Context: an optimization exercise on an open-source flow, tuned for small area. The choices shown serve that exercise and are no tape-out recipe. Only simulation tests tie the RTL to the original design; equivalence was not proved. Power and IR drop assume default switching activity. The clock port is modelled as an ideal driver; clocking choices that lean on that would not hold on a real chip.

==> flow/design.v <==
module fft_bitrev_reorder #(
  parameter int WIDTH = 16,
  parameter int N     = 64,
  parameter int LOG2N = 6
) (
  input  logic             i_clk,
  input  logic             i_rstn,
  input  logic             i_valid,
  input  logic             i_sof,
  input  logic [WIDTH-1:0] i_rX,
  input  logic [WIDTH-1:0] i_iX,
  output logic             o_valid,
  output logic             o_sof,
  output logic [WIDTH-1:0] o_rZ,
  output logic [WIDTH-1:0] o_iZ
  ,
  output logic             o_err
);
  typedef enum logic {IDLE, READ} state_t;
  localparam logic [LOG2N-1:0] LAST = LOG2N'(N - 1);
  function automatic logic [LOG2N-1:0] bitrev(input logic [LOG2N-1:0] a);
    bitrev = '0;
    for (int b = 0; b < LOG2N; b++) bitrev[b] = a[LOG2N-1-b];
  endfunction
  logic [2*WIDTH-1:0] mem [0:2*N-1];
  logic [LOG2N-1:0] wcnt;
  logic [LOG2N-1:0] wk;
  logic             wbank;
  logic             wrLast;
  logic [1:0]       full;
  state_t           state, nextState;
  logic [LOG2N-1:0] rcnt, nextRcnt;
  logic             rbank, nextRbank;
  logic             rdLast;
  always_comb begin
    wk     = i_sof ? '0 : wcnt;
    wrLast = i_valid && (wk == LAST);
  end
  always_ff @(posedge i_clk or negedge i_rstn) begin
    if (!i_rstn) begin
      wcnt  <= '0;
      wbank <= 1'b0;
    end else if (i_valid) begin
      if (wk == LAST) begin
        wcnt  <= '0;
        wbank <= ~wbank;
      end else begin
        wcnt  <= wk + 1'b1;
      end
    end
  end
  always_ff @(posedge i_clk) begin
    if (i_valid) mem[{wbank, bitrev(wk)}] <= {i_rX, i_iX};
  end
  always_ff @(posedge i_clk or negedge i_rstn) begin
    if (!i_rstn) begin
      full <= '0;
    end else begin
      if (rdLast) full[rbank] <= 1'b0;
      if (wrLast) full[wbank] <= 1'b1;
    end
  end
  always_ff @(posedge i_clk or negedge i_rstn) begin
    if (!i_rstn) begin
      state <= IDLE;
      rcnt  <= '0;
      rbank <= 1'b0;
    end else begin
      state <= nextState;
      rcnt  <= nextRcnt;
      rbank <= nextRbank;
    end
  end
  always_comb begin
    nextState = state;
    nextRcnt  = rcnt;
    nextRbank = rbank;
    rdLast    = 1'b0;
    case (state)
      IDLE: begin
        if (full[rbank]) begin
          nextState = READ;
          nextRcnt  = '0;
        end
      end
      READ: begin
        nextRcnt = rcnt + 1'b1;
        if (rcnt == LAST) begin
          rdLast    = 1'b1;
          nextRbank = ~rbank;
          nextRcnt  = '0;
          if (!full[~rbank]) nextState = IDLE;
        end
      end
      default: nextState = IDLE;
    endcase
  end
  always_ff @(posedge i_clk or negedge i_rstn) begin
    if (!i_rstn) begin
      o_valid <= 1'b0;
      o_sof   <= 1'b0;
      o_rZ    <= '0;
      o_iZ    <= '0;
    end else begin
      o_valid <= (state == READ);
      o_sof   <= (state == READ) && (rcnt == '0);
      if (state == READ) {o_rZ, o_iZ} <= mem[{rbank, rcnt}];
    end
  end
  always_ff @(posedge i_clk or negedge i_rstn) begin
    if (!i_rstn) o_err <= 1'b0;
    else         o_err <= i_valid && i_sof && (wcnt != '0);
  end
endmodule
==> flow/run.sh <==
#!/bin/bash
# synth_recipe.tcl (not shown) runs the flow's synth.tcl, then flattens the netlist and writes it again
# the make line also repeats each setting of config.mk as NAME=value (left out here)
make -C /OpenROAD-flow-scripts/flow DESIGN_CONFIG=/design/flow/config.mk WORK_HOME=/design/flow/orfs CLKGATE_MAP_FILE= SYNTH_SCRIPT=/design/flow/synth_recipe.tcl finish
==> flow/config.mk <==
export PLATFORM = sky130hd
export DESIGN_NAME = fft_bitrev_reorder
export DESIGN_NICKNAME = fft_bitrev_reorder
export VERILOG_FILES = /design/flow/design.v
export SDC_FILE = /design/flow/constraint.sdc
export NUM_CORES = 4
export LEC_CHECK = 0
export CAP_MARGIN = 20
export CORE_MARGIN = 2
export CORE_UTILIZATION = 35
export SLEW_MARGIN = 20
export SYNTH_MEMORY_MAX_BITS = 16384
==> flow/constraint.sdc <==
create_clock -name core_clock -period 7.0 [get_ports {i_clk}]
set_input_delay 1.4000 -clock core_clock [delete_from_list [all_inputs] [get_ports {i_clk}]]
set_output_delay 1.4000 -clock core_clock [all_outputs]
set_load 0.01 [all_outputs]
==> run_results.csv, run 1 <==
group,metric,value,unit
outcome,outcome,"timing/DRC/antenna clean",
placed_design,gp_congestion,0.951,
die,io_pins,71,
synthesis,synth_compound_area_frac,0.0340,
critical_path,reg2reg_setup_slack,1.75,ns
job,drv_cap,0,
synthesis,synth-seq-cells,4148,
power_and_ir_drop,p_int,39.8,mW
power_and_ir_drop,p_seq_frac,0.548,
layout,area_delta_synth_final,14.7,%
grt,grt_pass1_vias,77475,
power_and_ir_drop,powerDensity,273,nW/um^2
drt,avgViaCountPerCell,5.72,
clock_network,post_cts_buffers,0,
sta,tightest_slew,1.37,ns
synthesis,post_synth_instance_area,159000,sq um
placed_design,port_buffers,70,
synthesis,synth_top_family_by_area,"multiplexers",
clock_network,ctsHtreeMaxLevel,5,
drt,firstDrtPassIters,6,
sta,slew_headroom,0.0863,
drt,finalWirelength,463000,um
synthesis,avgSynthCellArea,22.2,sq um
clock_network,post_cts_resized,0,
clock_network,cts_buffers,409,
sta,period_minus_slack,5.25,ns
synthesis,synth_warnings,1,
synthesis,synthSimpleGateAreaFrac,0.0144,
die,num_rows,247,
clock_network,clk_pin_slew,0.06,ns
layout,layout-drive-gt1-share,0.254,
sta,skew,0.0930,ns
critical_path,startpoint_type,"register",
synthesis,synth_xor_xnor_area_share,0.000165,
clock_network,clock_latency,0.98,ns
die,die_area,461000,sq um
layout,utilization,0.404,
critical_path,crit_fanout,41,
sta,fmax,191,MHz
sta,rsz0062_at_grt,"false",
drt,vias,79407,
grt,grt-ovfl-total,0,
synthesis,synth_top_area_cell,"edfxtp_1",
critical_path,crit_path_end_kind,"register",
synthesis,yosysTopAreaCellShare,0.772,
grt,grt_max_degree,129,
sta,maxSlewViolCount,0,
critical_path,crit_type,"reg2reg",
sta,final-hold-violation-count,0,
synthesis,synth_edf_count,4096,
synthesis,seq_area_frac_synth,0.780,
synthesis,postSynth.asyncResetShare,0.0125,
synthesis,synth.mux.area_fraction,0.155,
synthesis,yosys-top-cells-count,"edfxtp_1 (4096), mux4_2 (896), mux2i_1 (414), nor2_1 (191), nand2_1 (173)",
power_and_ir_drop,p_leak,54.3,nW
critical_path,arrival,6.04,ns
power_and_ir_drop,switching_share,0.202,
grt,grt_first_pass_wirelength,634000,um
power_and_ir_drop,power_frac_comb,0.016,
grt,antenna_found_initial,44,
clock_network,cts-root-buf,"clkbuf_16",
sta,setup_viol,0,
drt,drt_iter0_markers,12592,
placed_design,dp_hpwl,286000,um
die,dieHeight,679,um
synthesis,synth.distinct_cells,76,
clock_network,holdBufCountCts,0,
drt,drc,0,
power_and_ir_drop,p_clk_frac,0.436,
die,core,453000,sq um
grt,grt_usage,0.195,
drt,avgRoutedWirePerCell,33.3,um
critical_path,cp.required,7.80,ns
synthesis,yosys-top-cells-area,"edfxtp_1 (77%), mux4_2 (13%), mux2i_1 (2.6%)",
synthesis,synth_fa_ha_area_frac,0.000235,
synthesis,syn_inst,7197,
clock_network,clockBufferDepth,4,
sta,setup_tns,0,ns
power_and_ir_drop,ir_worst_vdd,0.000223,V
power_and_ir_drop,power.switching,10.1,mW
layout,layout.nets,7585,
sta,fin_crit_sh,0.749,
sta,timing.hold.ws,0.235,ns
synthesis,ys.flop_type,"edfxtp_1",
worst_hold_path,hold_path_class,"in2async",
drt,ant_nets,0,
die,start_util,0.352,
synthesis,yosysMostFrequentCell,"edfxtp_1",
clock_network,tritoncts,"built",
clock_network,cts.sinks,4148,
die,die_w,679,um
placed cells by master, fill, tap and decap left out, types with 18 or more instances in the layout:
cell,count
edfxtp_1,4096
mux4_2,896
clkbuf_16,417
mux2i_1,414
buf_4,221
nand2_1,173
a22oi_1,159
nor2_4,131
clkinv_1,94
clkbuf_1,92
a21oi_1,85
clkinv_2,71
buf_12,70
nand3_1,67
a221oi_1,65
nor2_1,59
o21ai_0,59
o211ai_1,49
o221ai_1,47
dfrtp_1,45
o22ai_1,39
clkdlybuf4s50_1,37
mux2_2,36
bufinv_16,36
a211oi_1,31
buf_16,26
o2111ai_1,25
a22o_1,24
a31oi_1,23
a32oi_1,21
nand2b_1,18
o21ai_1,18
per-stage QoR:
stage	cell area, sq um	power (mW)	instances	setup slack [ns]
2_1_floorplan	159000	28.0	7197	2.89
3_3_place_gp	168000	28.6	13035	1.40
3_5_place_dp	168000	28.7	13057	1.45
5_1_grt	183000	51.1	13864	1.91
4_1_cts	182000	50.1	13809	2.07
6_report	183000	49.9	13876	1.75
worst max-delay path, stage by stage (launching register included):
cell      delay [ns]
dfrtp_4         1.14
buf_4           0.71
mux4_2          0.64
a221oi_1        0.68
a21oi_1         0.42
a221oi_1        1.19
nor3_1          0.17
kinds of logic after synthesis:
| kind of cell | count (synthesis) |
|---|---|
| buffers and inverters | 435 |
| xor gates and xnor gates | 3 |
| adders and majority gates | 3 |
| muxes | 1346 |
| and+or+nand+nor | 526 |
| AOI/OAI and AO/OA | 736 |
| DFF | 4148 |
worst paths after layout:
check,start,end,cells after the start
max,rcnt[0]$_DFFE_PN0P_,o_rZ[7]$_DFFE_PN0P_,6
max reg2reg,rcnt[0]$_DFFE_PN0P_,o_rZ[7]$_DFFE_PN0P_,6
min in group core_clock,full[0]$_DFF_PN0_,full[0]$_DFF_PN0_,2
min reg2reg,full[0]$_DFF_PN0_,full[0]$_DFF_PN0_,2
max in group asynchronous,i_rstn,rcnt[2]$_DFFE_PN0P_,2
min,i_rstn,o_rZ[12]$_DFFE_PN0P_,1
metal layers:
layer / track usage / up-vias / wire length, um
met3: 0.0334 / 827 / 44200
li1: - / 31373 / -
met1: 0.270 / 42667 / 180000
met5: 0 / - / 87
met4: 0.0886 / 12 / 24500
met2: 0.304 / 4528 / 214000
cell type report:
| cell class | count | area (sq um) |
|---|---|---|
| Antenna cell | 13 | 32.5 |
| Clock inverter | 235 | 2290 |
| Sequential cell | 4148 | 124000 |
| Fill cell | 39334 | 270000 |
| Timing Repair Buffer | 358 | 4190 |
| Inverter | 15 | 71.3 |
| Tap cell | 5976 | 7480 |
| Multi-Input combinational cell | 2614 | 33600 |
| Clock buffer | 517 | 10900 |
power by group through the flow:
stage | registers, mW | logic, mW | clock network, mW
floorplan | 27.9 | 0.100 | 0
global placement | 27.9 | 0.749 | 0
detailed placement | 27.9 | 0.793 | 0
CTS | 27.4 | 0.793 | 22.0
global route | 27.3 | 0.827 | 22.9
finish | 27.4 | 0.796 | 21.7
state kept, by name, summed over array words and instances (netlist names):
name / flops
o_iZ: 16
o_sof: 1
o_valid: 1
o_err: 1
wbank: 1
wcnt: 6
o_rZ: 16
state: 1
rcnt: 6
full: 2
mem: 4096
rbank: 1
==> run 2, diff against run 1 <==
==> flow/design.v (replaced) <==
module fft_bitrev_reorder #(
  parameter int WIDTH = 16,
  parameter int N     = 64,
  parameter int LOG2N = 6
) (
  input  logic             i_clk,
  input  logic             i_rstn,
  input  logic             i_valid,
  input  logic             i_sof,
  input  logic [WIDTH-1:0] i_rX,
  input  logic [WIDTH-1:0] i_iX,
  output logic             o_valid,
  output logic             o_sof,
  output logic [WIDTH-1:0] o_rZ,
  output logic [WIDTH-1:0] o_iZ
  ,
  output logic             o_err
);
  localparam logic [LOG2N-1:0] LAST = LOG2N'(N - 1);
  function automatic logic [LOG2N-1:0] bitrev(input logic [LOG2N-1:0] a);
    bitrev = '0;
    for (int b = 0; b < LOG2N; b++) bitrev[b] = a[LOG2N-1-b];
  endfunction
  logic [2*WIDTH-1:0] mem [0:N-1];
  logic [LOG2N-1:0] wcnt;
  logic [LOG2N-1:0] wk;
  logic             wpar;       
  logic [2*WIDTH-1:0] in_d;     
  logic [LOG2N-1:0] in_addr;
  logic             in_we;
  logic             ractive;
  logic [LOG2N-1:0] rcnt;
  logic             rpar;       
  logic             start;
  assign wk = i_sof ? '0 : wcnt;
  always_ff @(posedge i_clk or negedge i_rstn) begin
    if (!i_rstn) begin
      wcnt  <= '0;
      wpar  <= 1'b0;
      in_we <= 1'b0;
    end else begin
      in_we <= i_valid;
      if (i_valid) begin
        wcnt <= wk + 1'b1;
        if (wk == LAST) wpar <= ~wpar;
      end
    end
  end
  always_ff @(posedge i_clk) begin
    in_d    <= {i_rX, i_iX};
    in_addr <= wpar ? wk : bitrev(wk);
  end
  always_ff @(posedge i_clk) begin
    if (in_we) mem[in_addr] <= in_d;
  end
  assign start = in_we && (in_addr == LAST);
  always_ff @(posedge i_clk or negedge i_rstn) begin
    if (!i_rstn) begin
      ractive <= 1'b0;
      rcnt    <= LAST;
      rpar    <= 1'b0;
    end else begin
      if (start || (ractive && rcnt != LAST)) rcnt <= rcnt + 1'b1;
      ractive <= start || (ractive && rcnt != LAST);
      if (start) rpar <= ~wpar;
    end
  end
  always_ff @(posedge i_clk or negedge i_rstn) begin
    if (!i_rstn) begin
      o_valid <= 1'b0;
      o_sof   <= 1'b0;
    end else begin
      o_valid <= ractive;
      o_sof   <= ractive && (rcnt == '0);
    end
  end
  always_ff @(posedge i_clk) begin
    {o_rZ, o_iZ} <= mem[rpar ? bitrev(rcnt) : rcnt];
  end
  always_ff @(posedge i_clk or negedge i_rstn) begin
    if (!i_rstn) o_err <= 1'b0;
    else         o_err <= i_valid && i_sof && (wcnt != '0);
  end
endmodule
==> run 2 against run 1 <==
Against the previous run:
- still clean
- fmax decreased by 1.2%
- design area decreased by 45%
- core utilization decreased by 0.47 points
- sequential share of layout area decreased by 5.2 points
- synthesized cell count decreased by 6.5%
- critical path depth increased by 4
- setup slack got worse by 0.062 ns
- wire length decreased by 25%
- register-to-register slack got worse by 0.06 ns
- clock skew decreased by 0.049 ns
- sequential power decreased by 47%
==> run_results.csv, run 2 <==
group,metric,value,unit
clock_network,cts-root-buf,"clkbuf_16",
drt,avgRoutedWirePerCell,33.8,um
die,die_w,508,um
layout,largest_reg_flops,2048,
placed_design,dp_hpwl,186000,um
synthesis,ys.flop_type,"edfxtp_1",
drt,drc,0,
die,start_util,0.351,
sta,period_minus_slack,5.31,ns
critical_path,crit_top_cell,"buf_4",
drt,avgViaCountPerCell,6.36,
power_and_ir_drop,finalPower,30.0,mW
clock_network,clockBufferDepth,3,
synthesis,postSynth.asyncResetShare,0.00889,
grt,grt_max_degree,151,
grt,use_met2,0.397,
critical_path,cp.buffers_inverters,4,
sta,tightest_slew,1.28,ns
grt,gr-max-usage-layer,"met2",
synthesis,seq_area_frac_synth,0.713,
synthesis,yosys-top-cells-count,"edfxtp_1 (2048), a21oi_1 (714), nor2_1 (675), o21ai_0 (561), nand2_1 (499)",
critical_path,r2r_start,"rpar$_DFFE_PN0P_",
worst_hold_path,whs_path_depth,2,
synthesis,yosysTopAreaCellShare,0.691,
clock_network,clock_latency,0.90,ns
sta,setup_viol,0,
drt,finalWirelength,348000,um
die,num_rows,185,
synthesis,yosysMostFrequentCell,"edfxtp_1",
grt,grt_usage,0.262,
drt,firstDrtPassIters,9,
placed_design,gp_congestion,0.872,
die,dieHeight,508,um
grt,grtUsageMet3,0.0720,
sta,maxSlewViolCount,0,
job,drv_cap,0,
layout,reg_top3,"mem: 2048 flops, in_d: 32 flops",
power_and_ir_drop,ir_worst_vdd,0.000273,V
critical_path,r2r_cells,10,
die,die_area,258000,sq um
layout,layout.nets,6759,
worst_hold_path,min_from,"wcnt[0]$_DFFE_PN0P_",
layout,layout-drive-gt1-share,0.108,
placed_design,port_buffers,70,
placed_design,post-place-ws,2.01,ns
sta,skew,0.0444,ns
grt,grt_pass1_vias,61028,
critical_path,arrival,6.12,ns
synthesis,synth_top_area_cell,"edfxtp_1",
clock_network,post_cts_resized,0,
synthesis,syn_inst,6726,
worst_hold_path,holdPathEnd,"wcnt[0]$_DFFE_PN0P_",
critical_path,crit_path_max_incr_delay,0.84,ns
sta,slew_headroom,0.135,
outcome,outcome,"timing/DRC/antenna clean",
worst_hold_path,hold_path_class,"reg2reg",
synthesis,yosys-top-cells-area,"edfxtp_1 (69%), a21oi_1 (4.0%), o21ai_0 (3.2%)",
layout,area_delta_synth_final,13.7,%
power_and_ir_drop,p_leak,31.5,nW
critical_path,reg2reg_setup_slack,1.69,ns
critical_path,startpoint_type,"register",
grt,antenna_found_initial,26,
critical_path,r2r-end,"o_iZ[7]$_DFF_P_",
placed_design,dp_cells,9869,
critical_path,crit_path_end_kind,"register",
sta,fmax,188,MHz
critical_path,cp.required,7.81,ns
clock_network,cts.sinks,2137,
layout,layout.cells.non_filler,10282,
synthesis,synth_warnings,1,
power_and_ir_drop,powerDensity,297,nW/um^2
sta,rsz0062_at_grt,"false",
clock_network,ctsHtreeMaxLevel,4,
die,core,253000,sq um
synthesis,synth-seq-cells,2137,
synthesis,avgSynthCellArea,13.2,sq um
drt,drt_iter0_markers,11103,
grt,grt-ovfl-total,0,
synthesis,synth.distinct_cells,95,
clock_network,post_cts_buffers,0,
sta,fin_crit_sh,0.758,
clock_network,cts_buffers,215,
critical_path,critical-path-top-delay-family,"buffers and inverters",
clock_network,holdBufCountCts,0,
critical_path,crit_type,"reg2reg",
critical_path,crit_chain,"buf_4, mux2i_4, buf_12, buf_4, buf_4, nand2_1, o32ai_1, a21oi_1, a211oi_1, o32a_1",
clock_network,tritoncts,"built",
critical_path,critPathSlowestCell,"a211oi_1",
critical_path,crit_fanout,64,
sta,setup_ws,1.69,ns
layout,regMostFlops,"mem",
die,io_pins,71,
drt,vias,65434,
layout,layout_commonest_cell,"edfxtp_1",
synthesis,post_synth_instance_area,89000,sq um
grt,gr-usage-met1,0.341,
layout,final_cell_mix,"edfxtp_1 (2048), a21oi_1 (713), nor2_1 (606), o21ai_0 (559), nand2_1 (493)",
drt,ant_nets,0,
sta,final-hold-violation-count,0,
sta,setup_tns,0,ns
grt,grt_first_pass_wirelength,482000,um
synthesis,synth_edf_count,2048,
clock_network,clk_pin_slew,0.06,ns
## run 2: cell type report
| cell class | count | area (sq um) |
|---|---|---|
| Multi-Input combinational cell | 4015 | 23500 |
| Clock inverter | 115 | 1040 |
| Inverter | 26 | 108 |
| Antenna cell | 10 | 25.0 |
| Timing Repair Buffer | 325 | 2960 |
| Tap cell | 3366 | 4210 |
| Sequential cell | 2137 | 63400 |
| Fill cell | 23225 | 152000 |
| Clock buffer | 288 | 5810 |
## run 2: per-stage QoR
step	hold WS (ns)	utilization	cell area, sq um
detailed placement	0.580	0.372	94200
CTS	0.588	0.399	101000
finish	0.602	0.399	101000
global route	0.594	0.399	101000
floorplan	0.369	-	89000
global placement	0.569	0.372	94200
## run 2: tightest hold or removal path, cell delays in order, from the launching register on
cell     delay [ns]
dfrtp_1        0.42
nor2_1         0.06
nor2_1         0.08
## run 2: power breakdown
group	internal, mW	switching (mW)	leakage, nW	total (mW)
Sequential	14.2	0.216	19.3	14.4
Combinational	1.24	3.04	8.90	4.28
Clock	6.25	5.10	3.34	11.3
## run 2: routing by layer
metal,share of wire,wire length (um)
met2,0.44,153000
met4,0.062,21600
met5,0.00039,134
met3,0.13,46800
met1,0.36,126000
## run 2: how the worst max path moves through the flow
stage	cells past startpoint	endpoint	slack (ns)	start
global placement	9	o_iZ[10]$_DFF_P_	1.93	rpar$_DFFE_PN0P_
detailed placement	10	o_rZ[0]$_DFF_P_	2.01	rpar$_DFFE_PN0P_
CTS	10	o_rZ[0]$_DFF_P_	1.98	rpar$_DFFE_PN0P_
finish	10	o_iZ[7]$_DFF_P_	1.69	rpar$_DFFE_PN0P_
floorplan	4	mem[48][0]$_DFFE_PP_	3.57	in_addr[3]$_DFF_P_
global route	10	o_iZ[7]$_DFF_P_	1.72	rpar$_DFFE_PN0P_
## run 2: logic make-up after synthesis
logic type | share of synthesized area
compound gates | 0.184
flops | 0.713
simple gates | 0.0681
buf+inv | 0.0314
mux | 0.00249
xor+xnor | 0.000788
fa+ha+maj | 0.000422
==> run 3, diff against run 2 <==
--- a/flow/design.v
+++ b/flow/design.v
@@ -74,11 +74,47 @@
       o_sof   <= ractive && (rcnt == '0);
     end
   end
+  localparam int NG = (N + 2) / 3;
+  logic [LOG2N-1:0]      raddr;
+  logic [3*NG-1:0]       rsel;
+  logic [3*NG*2*WIDTH-1:0] rword;   
+  logic [NG*2*WIDTH-1:0] grp;
+  logic [2*WIDTH-1:0]    rdata;
+  assign raddr = rpar ? bitrev(rcnt) : rcnt;
+  always_comb begin
+    rsel  = '0;
+    rword = '0;
+    for (int w = 0; w < N; w++) begin
+      rsel[w] = (raddr == LOG2N'(w));
+      rword[w*2*WIDTH +: 2*WIDTH] = mem[w];
+    end
+  end
+  for (genvar g = 0; g < NG; g++) begin : g_grp
+    for (genvar b = 0; b < 2*WIDTH; b++) begin : g_bit
+      fft_bitrev_reorder_aoi3 u_aoi (
+        .s0(rsel[3*g]),   .d0(rword[(3*g)*2*WIDTH + b]),
+        .s1(rsel[3*g+1]), .d1(rword[(3*g+1)*2*WIDTH + b]),
+        .s2(rsel[3*g+2]), .d2(rword[(3*g+2)*2*WIDTH + b]),
+        .y(grp[g*2*WIDTH + b])
+      );
+    end
+  end
+  always_comb begin
+    rdata = '1;
+    for (int g = 0; g < NG; g++) rdata = rdata & grp[g*2*WIDTH +: 2*WIDTH];
+    rdata = ~rdata;
+  end
   always_ff @(posedge i_clk) begin
-    {o_rZ, o_iZ} <= mem[rpar ? bitrev(rcnt) : rcnt];
+    {o_rZ, o_iZ} <= rdata;
   end
   always_ff @(posedge i_clk or negedge i_rstn) begin
     if (!i_rstn) o_err <= 1'b0;
     else         o_err <= i_valid && i_sof && (wcnt != '0);
   end
 endmodule
+module fft_bitrev_reorder_aoi3 (
+  input  logic s0, d0, s1, d1, s2, d2,
+  output logic y
+);
+  assign y = ~((s0 & d0) | (s1 & d1) | (s2 & d2));
+endmodule
--- a/flow/config.mk
+++ b/flow/config.mk
@@ -9,4 +9,5 @@
 export CORE_MARGIN = 2
 export CORE_UTILIZATION = 35
 export SLEW_MARGIN = 20
+export SYNTH_HIERARCHICAL = 1
 export SYNTH_MEMORY_MAX_BITS = 16384
==> run 3 against run 2 <==
Against the previous run:
- synthesized area shrank 17%
- largest power group unchanged
- clock-buffer cell count grew 5
- highest routed layer unchanged
- clock skew is 0.0054 ns lower
- cell count shrank 33%
==> run_results.csv, run 3 <==
group,metric,value,unit
outcome,outcome,"timing/DRC/antenna clean",
synthesis,synth_warnings,7,
layout,layout.nets,3943,
power_and_ir_drop,finalPower,26.1,mW
critical_path,startpoint_type,"register",
die,start_util,0.351,
clock_network,clockBufferDepth,3,
grt,grt_first_pass_wirelength,303000,um
drt,drt_iter0_markers,7973,
layout,ff_latch_area,63400,sq um
grt,grt-ovfl-total,0,
critical_path,reg2reg_setup_slack,1.85,ns
placed_design,dp_hpwl,121000,um
synthesis,seq_area_frac_synth,0.864,
worst_hold_path,hold_path_class,"reg2reg",
job,drv_cap,0,
layout,fillers,18176,
die,num_rows,168,
critical_path,r2r_cells,9,
power_and_ir_drop,ir_worst_vdd,0.000282,V
die,dieHeight,462,um
critical_path,crit_path_max_incr_delay,1.04,ns
die,die_w,462,um
critical_path,arrival,5.80,ns
clock_network,clk_pin_slew,0.06,ns
critical_path,crit_top_cell,"nand4_1",
drt,drc,0,
synthesis,ys.flop_type,"edfxtp_1",
layout,layout-drive-gt1-share,0.165,
sta,fmax,194,MHz
synthesis,yosysTopAreaCellShare,0.838,
sta,tightest_slew,1.26,ns
synthesis,synth_fa_ha_area_frac,0.000511,
clock_network,ctsHtreeMaxLevel,4,
grt,grt_pass1_vias,38883,
synthesis,synth.distinct_cells,51,
synthesis,synth.mux.area_fraction,0.00126,
synthesis,yosys-top-cells-area,"edfxtp_1 (84%), a222oi_1 (9.6%), dfxtp_1 (1.9%)",
layout,reg_top3,"mem: 2048 flops, in_d: 32 flops",
synthesis,yosysMostFrequentCell,"edfxtp_1",
grt,grt_usage,0.200,
synthesis,yosys-top-cells-count,"edfxtp_1 (2048), a222oi_1 (704), nand4_1 (162), nor2_1 (88), dfxtp_1 (70)",
synthesis,synth-seq-cells,2137,
drt,vias,41198,
placed_design,gp_congestion,0.895,
sta,setup_viol,0,
layout,area_delta_synth_final,18.7,%
synthesis,synth_xor_xnor_area_share,0.000477,
synthesis,syn_inst,3350,
worst_hold_path,whs_path_depth,0,
grt,antenna_found_initial,15,
synthesis,synth_edf_count,2048,
clock_network,cts-root-buf,"clkbuf_16",
drt,avgRoutedWirePerCell,31.5,um
die,io_pins,71,
sta,final-hold-violation-count,0,
critical_path,crit_type,"reg2reg",
clock_network,tritoncts,"built",
power_and_ir_drop,powerDensity,299,nW/um^2
layout,largest_reg_flops,2048,
drt,ant_nets,0,
sta,setup_tns,0,ns
synthesis,synthSimpleGateAreaFrac,0.0331,
die,die_area,213000,sq um
power_and_ir_drop,p_leak,26.2,nW
synthesis,avgSynthCellArea,21.9,sq um
critical_path,crit_path_end_kind,"register",
layout,multi_input_area,11300,sq um
die,core,209000,sq um
layout,layout_commonest_cell,"edfxtp_1",
synthesis,post_synth_instance_area,73400,sq um
clock_network,post_cts_buffers,0,
synthesis,synth_top_family_by_area,"compound AO/OA/AOI/OAI gates",
sta,maxSlewViolCount,0,
sta,fin_crit_sh,0.735,
clock_network,holdBufCountCts,0,
critical_path,crit_chain,"nor3_1, a31oi_1, or2_2, nor2_4, buf_4, a222oi_1, nand4_1, nor4_2, nand4_1",
sta,slew_headroom,0.150,
critical_path,critPathSlowestCell,"nor4_2",
clock_network,cts.sinks,2137,
clock_network,clock_latency,0.86,ns
layout,regMostFlops,"mem",
sta,period_minus_slack,5.15,ns
synthesis,synth_compound_area_frac,0.0987,
layout,final_cell_mix,"edfxtp_1 (2048), a222oi_1 (704), clkbuf_16 (206), buf_4 (166), nand4_1 (162)",
synthesis,postSynth.asyncResetShare,0.00889,
drt,firstDrtPassIters,10,
sta,rsz0062_at_grt,"false",
clock_network,post_cts_resized,0,
clock_network,cts_buffers,206,
drt,finalWirelength,217000,um
grt,grt_max_degree,65,
drt,avgViaCountPerCell,5.98,
synthesis,synth_top_area_cell,"edfxtp_1",
sta,skew,0.0390,ns
critical_path,crit_fanout,32,
critical_path,cp.required,7.65,ns
placed_design,port_buffers,70,
-- run 3: logic make-up (layout without fill, tap and decap cells) --
family | Yosys count | count (layout)
xor+xnor | 4 | 4
mux | 9 | 9
flops | 2137 | 2137
simple gates | 425 | 425
other cells | 1 | 132
buf+inv | 37 | 640
compound gates | 734 | 734
fa+ha+maj | 3 | 3
-- run 3: worst paths after layout --
path / start / endpoint
setup / recovery: rpar$_DFFE_PN0P_ / o_rZ[2]$_DFF_P_
hold / removal: ractive$_DFF_PN0_ / o_valid$_DFF_PN0_
setup reg to reg: rpar$_DFFE_PN0P_ / o_rZ[2]$_DFF_P_
hold reg to reg: ractive$_DFF_PN0_ / o_valid$_DFF_PN0_
max in group asynchronous: i_rstn / rcnt[0]$_DFFE_PN1P_
min in group asynchronous: i_rstn / o_sof$_DFF_PN0_
-- run 3: critical path: cells and delay by family (launching register included) --
family          cells  cell delay, ns
compound gates      2            1.26
buf+inv             1            0.30
simple gates        6            2.43
flops               1            0.91
-- run 3: per-layer routing --
metal  vias up  track usage  wire length (um)
li1      16737            -                 -
met1     21365        0.273             82500
met2      2728        0.314            101000
met3       356       0.0463             25200
met4        12       0.0690              7710
met5         -            0                86
-- run 3: per-stage QoR --
stage,util,instances,worst slack (ns),area (sq um),hold WS (ns)
2_1_floorplan,-,3477,3.34,73900,0.374
3_3_place_gp,0.383,6484,1.66,80100,0.438
3_5_place_dp,0.385,6496,1.88,80400,0.436
4_1_cts,0.416,6880,1.85,87000,0.448
5_1_grt,0.417,6885,1.81,87100,0.469
6_report,0.417,6889,1.85,87200,0.460
-- run 3: layout make-up --
| type | count | share of cell area |
|---|---|---|
| multi-input cells | 1303 | 0.130 |
| inverters | 7 | 0.000330 |
| diodes | 4 | 0.000115 |
| clock inverters | 91 | 0.0103 |
| repair buffers | 249 | 0.0260 |
| flip-flops and latches | 2137 | 0.728 |
| clock buffers | 293 | 0.0651 |
| well taps | 2805 | 0.0403 |
-- run 3: power by group --
part / leakage (nW) / internal [mW] / switching, mW / total [mW]
combinational: 3.81 / 0.251 / 0.802 / 1.05
clock: 3.18 / 6.03 / 4.71 / 10.7
sequential: 19.2 / 14.1 / 0.144 / 14.3
total: 26.2 / 20.4 / 5.66 / 26.1
-- run 3: Yosys stat by module, one instance, submodules excluded --
module                   cells  copies in the design  cell area (sq um)
fft_bitrev_reorder        2646                     1              66300
fft_bitrev_reorder_aoi3      1                   704               10.0
==> run 4, diff against run 3 <==
--- a/flow/design.v
+++ b/flow/design.v
@@ -74,16 +74,14 @@
       o_sof   <= ractive && (rcnt == '0);
     end
   end
-  localparam int NG = (N + 2) / 3;
+  localparam int NG = N / 3;
   logic [LOG2N-1:0]      raddr;
-  logic [3*NG-1:0]       rsel;
-  logic [3*NG*2*WIDTH-1:0] rword;   
+  logic [N-1:0]          rsel;
+  logic [N*2*WIDTH-1:0]  rword;
   logic [NG*2*WIDTH-1:0] grp;
   logic [2*WIDTH-1:0]    rdata;
   assign raddr = rpar ? bitrev(rcnt) : rcnt;
   always_comb begin
-    rsel  = '0;
-    rword = '0;
     for (int w = 0; w < N; w++) begin
       rsel[w] = (raddr == LOG2N'(w));
       rword[w*2*WIDTH +: 2*WIDTH] = mem[w];
@@ -100,9 +98,8 @@
     end
   end
   always_comb begin
-    rdata = '1;
-    for (int g = 0; g < NG; g++) rdata = rdata & grp[g*2*WIDTH +: 2*WIDTH];
-    rdata = ~rdata;
+    rdata = {2*WIDTH{rsel[N-1]}} & mem[N-1];
+    for (int g = 0; g < NG; g++) rdata = rdata | ~grp[g*2*WIDTH +: 2*WIDTH];
   end
   always_ff @(posedge i_clk) begin
     {o_rZ, o_iZ} <= rdata;
--- a/flow/config.mk
+++ b/flow/config.mk
@@ -7,7 +7,11 @@
 export LEC_CHECK = 0
 export CAP_MARGIN = 20
 export CORE_MARGIN = 2
-export CORE_UTILIZATION = 35
+export CORE_UTILIZATION = 60
+export CTS_BUF_LIST = sky130_fd_sc_hd__clkbuf_16
+export CTS_CLUSTER_DIAMETER = 80
+export CTS_CLUSTER_SIZE = 30
+export PLACE_DENSITY = 0.72
 export SLEW_MARGIN = 20
 export SYNTH_HIERARCHICAL = 1
 export SYNTH_MEMORY_MAX_BITS = 16384
==> run 4 against run 3 <==
Against the previous run:
- still clean
- design area down 7.0%
- clock power decreased by 43%
- fmax rose by 8.9%
- sequential power barely moved
- synthesized cell count increased by 2.0%
- largest power group unchanged
==> run_results.csv, run 4 <==
group,metric,value,unit
synthesis,seq_area_frac_synth,0.866,
synthesis,synth_edf_count,2048,
clock_network,cts_buffers,84,
drt,vias,40820,
grt,grt-ovfl-total,0,
sta,tightest_slew,1.22,ns
clock_network,post_cts_resized,0,
sta,period_minus_slack,4.73,ns
grt,grtUsageMet3,0.0816,
sta,fin_crit_sh,0.675,
critical_path,cp.buffers_inverters,1,
job,drv_cap,0,
synthesis,postSynth.asyncResetShare,0.00889,
layout,area_delta_synth_final,10.7,%
layout,final_cell_mix,"edfxtp_1 (2048), a222oi_1 (672), buf_4 (147), nand4_1 (130), nand2_1 (95)",
grt,grt_usage,0.323,
die,die_w,353,um
synthesis,yosysMostFrequentCell,"edfxtp_1",
die,dieHeight,353,um
synthesis,syn_inst,3417,
clock_network,post_cts_buffers,0,
critical_path,crit_type,"reg2reg",
power_and_ir_drop,p_int,16.8,mW
synthesis,synth_warnings,7,
drt,avgViaCountPerCell,7.55,
grt,grt_max_degree,65,
critical_path,crit_chain,"nor3_1, a31oi_4, nor2_2, buf_4, a222oi_1, nand4_1, nor4_1, nand3_1",
synthesis,yosys-top-cells-count,"edfxtp_1 (2048), a222oi_1 (672), nor2_1 (169), nand4_1 (130), nand2_1 (95)",
die,die_area,125000,sq um
grt,gr-usage-met1,0.451,
synthesis,post_synth_instance_area,73200,sq um
sta,setup_viol,0,
layout,ff_latch_area,63400,sq um
layout,multi_input_area,10600,sq um
outcome,outcome,"timing/DRC/antenna clean",
synthesis,avgSynthCellArea,21.4,sq um
power_and_ir_drop,powerDensity,265,nW/um^2
critical_path,arrival,5.28,ns
layout,layout_commonest_cell,"edfxtp_1",
power_and_ir_drop,ir_worst_vdd,0.000236,V
placed_design,port_buffers,70,
clock_network,clk_pin_slew,0.11,ns
critical_path,crit_path_end_kind,"register",
sta,skew,0.0387,ns
critical_path,critPathSlowestCell,"nor4_1",
sta,setup_ws,2.27,ns
layout,reg_top3,"mem: 2048 flops, in_d: 32 flops",
clock_network,cts.sinks,2137,
layout,layout.nets,3758,
grt,use_met2,0.488,
critical_path,startpoint_type,"register",
drt,firstDrtPassIters,10,
layout,largest_reg_flops,2048,
die,num_rows,128,
die,start_util,0.603,
grt,antenna_found_initial,19,
critical_path,crit_fanout,32,
power_and_ir_drop,p_leak,24.6,nW
layout,regMostFlops,"mem",
power_and_ir_drop,p_seq_frac,0.666,
critical_path,critical-path-top-delay-family,"simple AND/OR/NAND/NOR gates",
placed_design,post-place-ws,2.54,ns
power_and_ir_drop,power.switching,4.66,mW
layout,layout-drive-gt1-share,0.124,
grt,gr-max-usage-layer,"met2",
clock_network,clockBufferDepth,3,
layout,fillers,7722,
clock_network,tritoncts,"built",
sta,setup_tns,0,ns
placed_design,place_area,78300,sq um
clock_network,clock_latency,0.73,ns
critical_path,cp.required,7.56,ns
die,core,121000,sq um
synthesis,yosysTopAreaCellShare,0.840,
synthesis,ys.flop_type,"edfxtp_1",
synthesis,yosys-top-cells-area,"edfxtp_1 (84%), a222oi_1 (9.2%), dfxtp_1 (1.9%)",
placed_design,gp_congestion,0.935,
power_and_ir_drop,p_clk_frac,0.285,
grt,grt_first_pass_wirelength,284000,um
drt,finalWirelength,204000,um
die,io_pins,71,
worst_hold_path,hold_path_class,"reg2reg",
drt,ant_nets,0,
critical_path,crit_path_max_incr_delay,1.02,ns
drt,drt_iter0_markers,10022,
synthesis,synth.distinct_cells,46,
power_and_ir_drop,power_frac_comb,0.049,
drt,drc,0,
sta,rsz0062_at_grt,"false",
clock_network,ctsHtreeMaxLevel,3,
power_and_ir_drop,switching_share,0.217,
sta,final-hold-violation-count,0,
clock_network,holdBufCountCts,0,
synthesis,synth_top_area_cell,"edfxtp_1",
grt,grt_pass1_vias,37744,
placed_design,dp_hpwl,114000,um
sta,maxSlewViolCount,0,
sta,fmax,212,MHz
drt,avgRoutedWirePerCell,37.7,um
clock_network,cts-root-buf,"clkbuf_16",
layout,finalInstanceArea,81100,sq um
synthesis,synth-seq-cells,2137,
sta,slew_headroom,0.182,
## run 4: final cells by class
cell class,count,area share
Inverter,3,0.000139
Clock buffer,88,0.0272
Clock inverter,60,0.00489
Sequential cell,2137,0.782
Timing Repair Buffer,241,0.0296
Antenna cell,2,0.0000617
Tap cell,1625,0.0251
Multi-Input combinational cell,1252,0.131
## run 4: stage by stage
stage	utilization	power, mW	hold slack [ns]	std cells
2_1_floorplan	-	14.8	0.405	3417
3_3_place_gp	0.640	15.5	0.442	5227
3_5_place_dp	0.645	15.6	0.453	5252
4_1_cts	0.667	21.5	0.477	5400
5_1_grt	0.668	21.9	0.502	5406
6_report	0.668	21.5	0.478	5408
## run 4: final timing paths
kind | depth (start not counted) | from | slack (ns) | endpoint
setup / recovery | 8 | rpar$_DFFE_PN0P_ | 2.27 | o_rZ[9]$_DFF_P_
hold / removal | 2 | mem[63][21]$_DFFE_PP_ | 0.48 | o_rZ[5]$_DFF_P_
setup reg to reg | 8 | rpar$_DFFE_PN0P_ | 2.27 | o_rZ[9]$_DFF_P_
hold reg to reg | 2 | mem[63][21]$_DFFE_PP_ | 0.48 | o_rZ[5]$_DFF_P_
max in group asynchronous | 1 | i_rstn | 5.98 | rcnt[4]$_DFFE_PN1P_
min in group asynchronous | 1 | i_rstn | 0.65 | wpar$_DFFE_PN0P_
## run 4: power by group through the flow
stage          Combinational, mW  Sequential [mW]  Clock (mW)
3_5_place_dp                1.01             14.6           0
5_1_grt                     1.07             14.3        6.55
6_report                    1.06             14.3        6.13
3_3_place_gp               0.965             14.6           0
4_1_cts                     1.02             14.3        6.14
2_1_floorplan              0.228             14.6           0
## run 4: worst register-to-register path, cell delays in order (launching register included)
cell and delay [ns]:
dfrtp_1 0.86, nor3_1 0.17, a31oi_4 0.84, nor2_2 0.15, buf_4 0.34, a222oi_1 0.54
nand4_1 0.46, nor4_1 1.03, nand3_1 0.18
## run 4: cells by family (layout without fill, tap and decap cells)
group | after synthesis | count (layout) | synth area share
flip-flops | 2137 | 2137 | 0.866
AO/OA/AOI/OAI | 696 | 696 | 0.0940
AND/OR/NAND/NOR | 536 | 536 | 0.0358
buffers and inverters | 28 | 392 | 0.00185
multiplexers | 10 | 10 | 0.00140
XOR/XNOR | 7 | 7 | 0.000837
adder cells (fa/ha/maj) | 3 | 3 | 0.000513
other | 0 | 2 | 0
## run 4: layer usage
metal	vias to the layer above	routed length [um]
met5	-	67
met4	10	11000
met3	437	31800
met2	3658	92800
met1	20541	68400
li1	16174	-
## run 4: per-module statistics from Yosys, one instance, submodules excluded
module                   flops+latches  cell area [sq um]
fft_bitrev_reorder_aoi3              0               10.0
fft_bitrev_reorder                2137              66500
==> run 5, diff against run 4 <==
==> flow/flow/run.sh (new file) <==
#!/bin/bash
# Layout with the standard flow (standard synthesis, floorplan, power grid and
# tap cells unchanged), with two settings config.mk cannot carry:
#  - CTS without dummy load cells, clkbuf_16 sink clusters of up to 30 registers;
#  - the smallest buffer for the port buffers that global placement inserts.
set -euo pipefail
export CTS_ARGS="-sink_clustering_enable -repair_clock_nets -dont_use_dummy_load -buf_list sky130_fd_sc_hd__clkbuf_16 -sink_clustering_size 30 -sink_clustering_max_diameter 80"
export BUFFER_PORTS_ARGS="-buffer_cell sky130_fd_sc_hd__buf_1"
bash standard.sh finish > standard.log 2>&1
==> flow/standard.sh (new file) <==
#!/bin/bash
# synth_recipe.tcl (not shown) runs the flow's synth.tcl, then flattens the netlist and writes it again
# the make line also repeats each setting of config.mk as NAME=value (left out here)
make -C /OpenROAD-flow-scripts/flow DESIGN_CONFIG=/design/flow/config.mk WORK_HOME=/design/flow/orfs CLKGATE_MAP_FILE= SYNTH_SCRIPT=/design/flow/synth_recipe.tcl "${@:-finish}"
==> flow/config.mk (replaced) <==
export PLATFORM = sky130hd
export DESIGN_NAME = fft_bitrev_reorder
export DESIGN_NICKNAME = fft_bitrev_reorder
export VERILOG_FILES = /design/flow/design.v
export SDC_FILE = /design/flow/constraint.sdc
export NUM_CORES = 4
export LEC_CHECK = 0
export CAP_MARGIN = 20
export CORE_MARGIN = 2
export CORE_UTILIZATION = 75
export PLACE_DENSITY = 0.86
export SLEW_MARGIN = 20
export SYNTH_HIERARCHICAL = 1
export SYNTH_MEMORY_MAX_BITS = 16384
removed: flow/run.sh
==> run 5 against run 4 <==
Against the previous run:
- sequential share of layout area grew 1.5 points
- cell count shrank 7.8%
- clock skew grew 0.076 ns
- total power shrank 2.7%
- setup slack is essentially flat
- sequential power is essentially flat
- register-to-register slack is essentially flat
- combinational power shrank 15%
- worst hold slack lost 0.050 ns
- fmax is essentially flat
- first-iteration DRC count grew 27%
- critical path type unchanged
- highest routed layer unchanged
==> run_results.csv, run 5 <==
group,metric,value,unit
layout,layout-drive-gt1-share,0.111,
placed_design,dp_hpwl,116000,um
synthesis,synth_edf_count,2048,
critical_path,arrival,5.29,ns
grt,grt_first_pass_wirelength,302000,um
die,start_util,0.757,
critical_path,crit_path_end_kind,"register",
grt,grt_usage,0.441,
critical_path,crit_path_max_incr_delay,1.12,ns
drt,firstDrtPassIters,14,
clock_network,post_cts_buffers,0,
sta,slew_headroom,0.147,
critical_path,crit_type,"reg2reg",
drt,finalWirelength,221000,um
critical_path,crit_top_cell,"buf_4",
clock_network,clk_pin_slew,0.12,ns
placed_design,gp_congestion,1.02,
sta,setup_viol,0,
outcome,outcome,"timing/DRC/antenna clean",
power_and_ir_drop,p_int,16.4,mW
synthesis,avgSynthCellArea,21.4,sq um
layout,final_cell_mix,"edfxtp_1 (2048), a222oi_1 (672), nand4_1 (130), buf_4 (118), nand2_1 (95)",
layout,layout_commonest_cell,"edfxtp_1",
clock_network,tritoncts,"built",
synthesis,synth.distinct_cells,46,
synthesis,post_synth_instance_area,73200,sq um
synthesis,syn_inst,3417,
synthesis,synth-seq-cells,2137,
critical_path,startpoint_type,"register",
clock_network,cts.sinks,2137,
sta,maxSlewViolCount,0,
critical_path,cp.buffers_inverters,2,
clock_network,cts_buffers,81,
synthesis,yosysTopAreaCellShare,0.840,
die,num_rows,114,
sta,period_minus_slack,4.72,ns
power_and_ir_drop,power_frac_comb,0.043,
clock_network,clockBufferDepth,3,
layout,regMostFlops,"mem",
die,die_w,316,um
drt,vias,43407,
layout,layout.nets,3738,
sta,fmax,212,MHz
sta,rsz0062_at_grt,"false",
power_and_ir_drop,powerDensity,263,nW/um^2
die,io_pins,71,
synthesis,yosys-top-cells-area,"edfxtp_1 (84%), a222oi_1 (9.2%), dfxtp_1 (1.9%)",
clock_network,clock_latency,0.75,ns
clock_network,post_cts_resized,0,
drt,avgViaCountPerCell,8.71,
power_and_ir_drop,p_clk_frac,0.270,
layout,fillers,4171,
die,die_area,100000,sq um
synthesis,synth_warnings,7,
grt,antenna_found_initial,27,
power_and_ir_drop,ir_worst_vdd,0.000293,V
placed_design,port_buffers,70,
critical_path,reg2reg_setup_slack,2.28,ns
power_and_ir_drop,p_leak,24.0,nW
job,drv_cap,0,
die,core,96700,sq um
die,dieHeight,316,um
layout,reg_top3,"mem: 2048 flops, in_d: 32 flops",
power_and_ir_drop,power.switching,4.52,mW
critical_path,crit_chain,"nor3b_1, a31oi_2, buf_4, nor2_2, buf_4, a222oi_1, nand4_1, nor4_1, nand3_1",
synthesis,yosys-top-cells-count,"edfxtp_1 (2048), a222oi_1 (672), nor2_1 (169), nand4_1 (130), nand2_1 (95)",
critical_path,critPathSlowestCell,"nor4_1",
critical_path,crit_fanout,32,
drt,drt_iter0_markers,12711,
drt,drc,0,
grt,grt_pass1_vias,40571,
clock_network,holdBufCountCts,0,
layout,largest_reg_flops,2048,
clock_network,cts-root-buf,"clkbuf_16",
sta,fin_crit_sh,0.675,
sta,final-hold-violation-count,0,
sta,skew,0.115,ns
grt,grt-ovfl-total,0,
critical_path,critical-path-top-delay-family,"simple AND/OR/NAND/NOR gates",
grt,grt_max_degree,65,
power_and_ir_drop,switching_share,0.216,
critical_path,cp.required,7.56,ns
power_and_ir_drop,p_seq_frac,0.687,
synthesis,seq_area_frac_synth,0.866,
sta,tightest_slew,1.27,ns
layout,area_delta_synth_final,8.63,%
synthesis,ys.flop_type,"edfxtp_1",
clock_network,ctsHtreeMaxLevel,3,
sta,timing.hold.ws,0.427,ns
drt,ant_nets,0,
synthesis,yosysMostFrequentCell,"edfxtp_1",
worst_hold_path,hold_path_class,"reg2reg",
sta,setup_tns,0,ns
synthesis,synth_top_area_cell,"edfxtp_1",
drt,avgRoutedWirePerCell,44.3,um
synthesis,postSynth.asyncResetShare,0.00889,
[run 5: cell type report]
type | count | area, sq um | share of cell area
antenna | 13 | 32.5 | 0.000409
inverter | 3 | 11.3 | 0.000142
timing repair buffer | 224 | 2020 | 0.0254
multi-input combinational | 1252 | 10400 | 0.131
tap | 1276 | 1600 | 0.0201
clock buffer | 81 | 2030 | 0.0255
sequential | 2137 | 63400 | 0.798
[run 5: Yosys stat by module (local to each module, per instance)]
module / cells inside / copies in the design / flip-flops and latches / area, sq um
fft_bitrev_reorder: 2745 / 1 / 2137 / 66500
fft_bitrev_reorder_aoi3: 1 / 672 / 0 / 10.0
[run 5: power groups by stage]
| stage | registers [mW] | clock network, mW | logic, mW |
|---|---|---|---|
| floorplan | 14.6 | 0 | 0.228 |
| global placement | 14.6 | 0 | 0.760 |
| detailed placement | 14.6 | 0 | 0.804 |
| CTS | 14.3 | 5.53 | 0.813 |
| global route | 14.4 | 5.90 | 0.888 |
| finish | 14.4 | 5.64 | 0.904 |
[run 5: worst paths after layout]
| path | end | depth (start not counted) | start |
|---|---|---|---|
| max in group asynchronous | rcnt[3]$_DFFE_PN1P_ | 2 | i_rstn |
| hold / removal | o_rZ[5]$_DFF_P_ | 2 | mem[63][21]$_DFFE_PP_ |
| setup reg to reg | o_rZ[4]$_DFF_P_ | 9 | rpar$_DFFE_PN0P_ |
| min in group asynchronous | o_sof$_DFF_PN0_ | 2 | i_rstn |
| setup / recovery | o_rZ[4]$_DFF_P_ | 9 | rpar$_DFFE_PN0P_ |
| hold reg to reg | o_rZ[5]$_DFF_P_ | 2 | mem[63][21]$_DFFE_PP_ |
[run 5: kinds of logic (layout without fill, tap and decap cells)]
| family | Yosys count | in the layout | share of synthesized area |
|---|---|---|---|
| DFF | 2137 | 2137 | 0.866 |
| AOI/OAI and AO/OA | 696 | 696 | 0.0940 |
| and+or+nand+nor | 536 | 536 | 0.0358 |
| buffers and inverters | 28 | 308 | 0.00185 |
| muxes | 10 | 10 | 0.00140 |
| xor gates and xnor gates | 7 | 7 | 0.000837 |
| adders and majority gates | 3 | 3 | 0.000513 |
| other | 0 | 13 | 0 |
[run 5: worst reg2reg max path, cell delays in order (launching register included)]
cell,delay (ns)
dfrtp_1,0.84
nor3b_1,0.14
a31oi_2,0.65
buf_4,0.33
nor2_2,0.05
buf_4,0.32
a222oi_1,0.44
nand4_1,0.48
nor4_1,1.13
nand3_1,0.21
[run 5: stage by stage]
| stage | power (mW) | util | cell area (sq um) | worst slack [ns] | std cells |
|---|---|---|---|---|---|
| 6_report | 20.9 | 0.823 | 79500 | 2.28 | 4986 |
| 5_1_grt | 21.1 | 0.822 | 79500 | 2.36 | 4975 |
| 4_1_cts | 20.7 | 0.818 | 79100 | 2.49 | 4954 |
| 3_5_place_dp | 15.4 | 0.797 | 77100 | 2.61 | 4873 |
| 3_3_place_gp | 15.4 | 0.792 | 76600 | 2.33 | 4856 |
| 2_1_floorplan | 14.8 | - | 73200 | 3.42 | 3417 |
[run 5: metal layers]
| layer | part of all wire | track usage | up-vias |
|---|---|---|---|
| met3 | 0.19 | 0.160 | 971 |
| li1 | - | - | 16088 |
| met1 | 0.28 | 0.565 | 20808 |
| met5 | 0.0011 | 0 | - |
| met2 | 0.45 | 0.661 | 5510 |
| met4 | 0.082 | 0.261 | 30 |
==> run 6, diff against run 5 <==
--- a/flow/config.mk
+++ b/flow/config.mk
@@ -5,10 +5,10 @@
 export SDC_FILE = /design/flow/constraint.sdc
 export NUM_CORES = 4
 export LEC_CHECK = 0
-export CAP_MARGIN = 20
+export CAP_MARGIN = 10
 export CORE_MARGIN = 2
 export CORE_UTILIZATION = 75
 export PLACE_DENSITY = 0.86
-export SLEW_MARGIN = 20
+export SLEW_MARGIN = 10
 export SYNTH_HIERARCHICAL = 1
 export SYNTH_MEMORY_MAX_BITS = 16384
==> run 6 against run 5 <==
Against the previous run:
- register-to-register slack got worse by 0.19 ns
- sequential share of layout area rose by 0.86 points
- clock power about the same
- clock skew is 0.050 ns lower
- first-iteration DRC count decreased by 2.5%
- wire length shrank 2.8%
- critical endpoint is now o_iZ[15]$_DFF_P_
- synthesized cell count unchanged
- synthesized area is the same
- combinational power decreased by 4.1%
- via count is 2.4% lower
- fmax down 3.9%
- setup slack worse by 0.19 ns
==> run_results.csv, run 6 <==
group,metric,value,unit
synthesis,syn_inst,3417,
critical_path,startpoint_type,"register",
critical_path,arrival,5.46,ns
synthesis,synth_xor_xnor_area_share,0.000837,
clock_network,ctsHtreeMaxLevel,3,
synthesis,synth_top_area_cell,"edfxtp_1",
placed_design,port_buffers,70,
clock_network,clockBufferDepth,3,
drt,vias,42354,
grt,grt-ovfl-total,0,
clock_network,holdBufCountCts,0,
layout,multi_input_area,10400,sq um
layout,area_delta_synth_final,7.48,%
clock_network,tritoncts,"built",
power_and_ir_drop,ir_worst_vdd,0.000286,V
power_and_ir_drop,p_seq_frac,0.688,
layout,layout.cells.non_filler,4946,
synthesis,yosys-top-cells-count,"edfxtp_1 (2048), a222oi_1 (672), nor2_1 (169), nand4_1 (130), nand2_1 (95)",
drt,drt_iter0_markers,12397,
layout,reg_top3,"mem: 2048 flops, in_d: 32 flops",
synthesis,synth_warnings,7,
layout,utilization,0.814,
power_and_ir_drop,p_leak,23.6,nW
power_and_ir_drop,power.switching,4.47,mW
critical_path,reg2reg_setup_slack,2.09,ns
synthesis,synth.distinct_cells,46,
die,start_util,0.757,
power_and_ir_drop,finalPower,20.9,mW
critical_path,crit_fanout,32,
power_and_ir_drop,switching_share,0.214,
critical_path,crit_path_end_kind,"register",
synthesis,postSynth.asyncResetShare,0.00889,
placed_design,gp_congestion,1.02,
outcome,outcome,"timing/DRC/antenna clean",
die,die_area,100000,sq um
synthesis,synth_fa_ha_area_frac,0.000513,
sta,skew,0.0650,ns
grt,grt_first_pass_wirelength,299000,um
drt,avgRoutedWirePerCell,43.4,um
synthesis,yosys-top-cells-area,"edfxtp_1 (84%), a222oi_1 (9.2%), dfxtp_1 (1.9%)",
drt,drc,0,
grt,antenna_found_initial,27,
sta,period_minus_slack,4.91,ns
sta,final-hold-violation-count,0,
layout,ff_latch_area,63400,sq um
grt,grt_max_degree,65,
sta,maxSlewViolCount,0,
drt,avgViaCountPerCell,8.56,
critical_path,cp.required,7.55,ns
sta,setup_viol,0,
clock_network,clock_latency,0.73,ns
layout,layout.nets,3705,
die,io_pins,71,
grt,grt_pass1_vias,39994,
sta,setup_tns,0,ns
power_and_ir_drop,power_frac_comb,0.042,
sta,rsz0062_at_grt,"false",
clock_network,cts.sinks,2137,
placed_design,dp_hpwl,113000,um
synthesis,synth.mux.area_fraction,0.00140,
synthesis,ys.flop_type,"edfxtp_1",
drt,ant_nets,0,
critical_path,crit_type,"reg2reg",
layout,layout_commonest_cell,"edfxtp_1",
die,die_w,316,um
drt,finalWirelength,214000,um
clock_network,clk_pin_slew,0.11,ns
synthesis,seq_area_frac_synth,0.866,
die,dieHeight,316,um
layout,final_cell_mix,"edfxtp_1 (2048), a222oi_1 (672), nand4_1 (130), buf_4 (118), nand2_1 (95)",
synthesis,avgSynthCellArea,21.4,sq um
die,num_rows,114,
synthesis,synth-seq-cells,2137,
sta,fin_crit_sh,0.702,
die,core,96700,sq um
power_and_ir_drop,powerDensity,265,nW/um^2
sta,slew_headroom,0.0569,
synthesis,synth_edf_count,2048,
synthesis,yosysTopAreaCellShare,0.840,
layout,largest_reg_flops,2048,
synthesis,synth_compound_area_frac,0.0940,
job,drv_cap,0,
sta,fmax,203,MHz
layout,fillers,4257,
power_and_ir_drop,p_clk_frac,0.270,
clock_network,post_cts_buffers,0,
synthesis,post_synth_instance_area,73200,sq um
synthesis,synth_top_family_by_area,"compound AO/OA/AOI/OAI gates",
sta,timing.hold.ws,0.454,ns
sta,tightest_slew,1.40,ns
placed_design,dp_cells,4857,
clock_network,cts-root-buf,"clkbuf_16",
power_and_ir_drop,p_int,16.4,mW
worst_hold_path,hold_path_class,"reg2reg",
synthesis,synthSimpleGateAreaFrac,0.0358,
layout,layout-drive-gt1-share,0.103,
drt,firstDrtPassIters,13,
synthesis,yosysMostFrequentCell,"edfxtp_1",
grt,grt_usage,0.434,
layout,regMostFlops,"mem",
clock_network,post_cts_resized,0,
clock_network,cts_buffers,82,
[run 6: cell families (layout without fill, tap and decap cells)]
| logic type | Yosys count | after routing |
|---|---|---|
| flip-flops | 2137 | 2137 |
| other | 0 | 6 |
| multiplexers | 10 | 10 |
| adder cells (fa/ha/maj) | 3 | 3 |
| XOR/XNOR | 7 | 7 |
| buffers and inverters | 28 | 275 |
| AO/OA/AOI/OAI | 696 | 696 |
| AND/OR/NAND/NOR | 536 | 536 |
[run 6: area by class of cell]
class / count / share of cell area
well taps: 1276 / 0.0203
multi-input cells: 1252 / 0.132
flip-flops and latches: 2137 / 0.806
diodes: 6 / 0.000191
inverters: 3 / 0.000143
clock buffers: 82 / 0.0261
repair buffers: 190 / 0.0149
[run 6: power groups by stage]
stage	Clock (mW)	Combinational (mW)	Sequential [mW]
5_1_grt	5.90	0.857	14.4
6_report	5.64	0.867	14.4
2_1_floorplan	0	0.228	14.6
4_1_cts	5.57	0.800	14.3
3_5_place_dp	0	0.790	14.6
3_3_place_gp	0	0.760	14.6
[run 6: final timing paths]
path | startpoint | to | cells past startpoint
max | rpar$_DFFE_PN0P_ | o_iZ[15]$_DFF_P_ | 9
min | mem[63][12]$_DFFE_PP_ | o_iZ[12]$_DFF_P_ | 2
max reg2reg | rpar$_DFFE_PN0P_ | o_iZ[15]$_DFF_P_ | 9
min reg2reg | mem[63][12]$_DFFE_PP_ | o_iZ[12]$_DFF_P_ | 2
max in group asynchronous | i_rstn | rcnt[0]$_DFFE_PN1P_ | 2
min in group asynchronous | i_rstn | o_err$_DFF_PN0_ | 2
[run 6: per-layer routing]
| layer | vias up | global-route usage | share of wire | wire length (um) |
|---|---|---|---|---|
| met5 | - | 0.000947 | 0.0011 | 240 |
| met2 | 5061 | 0.655 | 0.45 | 97200 |
| li1 | 15998 | - | - | - |
| met3 | 834 | 0.143 | 0.19 | 40400 |
| met4 | 36 | 0.248 | 0.077 | 16500 |
| met1 | 20425 | 0.567 | 0.28 | 60200 |
[run 6: Yosys stat by module (local to each module, per instance)]
| module | flops+latches | cells inside | cell area [sq um] | times used |
|---|---|---|---|---|
| fft_bitrev_reorder_aoi3 | 0 | 1 | 10.0 | 672 |
| fft_bitrev_reorder | 2137 | 2745 | 66500 | 1 |
[run 6: per-stage QoR]
step / instance area [sq um] / setup slack (ns)
floorplan: 73200 / 3.42
global placement: 76600 / 2.33
detailed placement: 76600 / 2.36
CTS: 78600 / 2.26
global route: 78700 / 2.16
finish: 78700 / 2.09
[run 6: critical path, cell delays in order (launching register included)]
cell and delay, ns:
dfrtp_1 0.84, nor3b_1 0.14, a31oi_2 0.66, buf_4 0.33
nor2_2 0.05, buf_4 0.30, a222oi_1 0.55, nand4_1 0.48
nor4_1 1.20, nand3_1 0.19

static timing again, ports no longer ideal:
How much do the figures lean on ideal ports? The routed layouts below were timed once more, with nothing changed but the port constraints. Step 1: set_driving_cell puts a clkbuf_16 on i_clk and a buf_2 on each other input, an assumption about the parent block. Step 2 also shifts input and output timing later by t, the mid clock arrival at the registers, as if the neighbouring blocks saw the same clock. Three values: ideal ports, drivers, drivers and shift; two values: the first two.
run	t, ns	setup slack, ns	worst setup path at the end	worst data-port slew with drivers (ns)
run 1	1.060	1.754 / 1.754 / 1.443	input to register	0.21
run 2	0.973	1.693 / 1.693 / 1.693	register to register	0.09
run 3	0.920	1.852 / 1.852 / 1.852	register to register	0.04
run 4	0.793	2.275 / 2.275 / 2.275	register to register	0.05
run 5	0.766	2.275 / 2.275 / 2.275	register to register	0.08
run 6	0.776	2.086 / 2.086 / 2.086	register to register	0.09
After both steps every run listed still meets setup and hold. The setup slack of run 1, which loses most, moves by 0.000 ns with the drivers and by -0.311 ns with both steps.
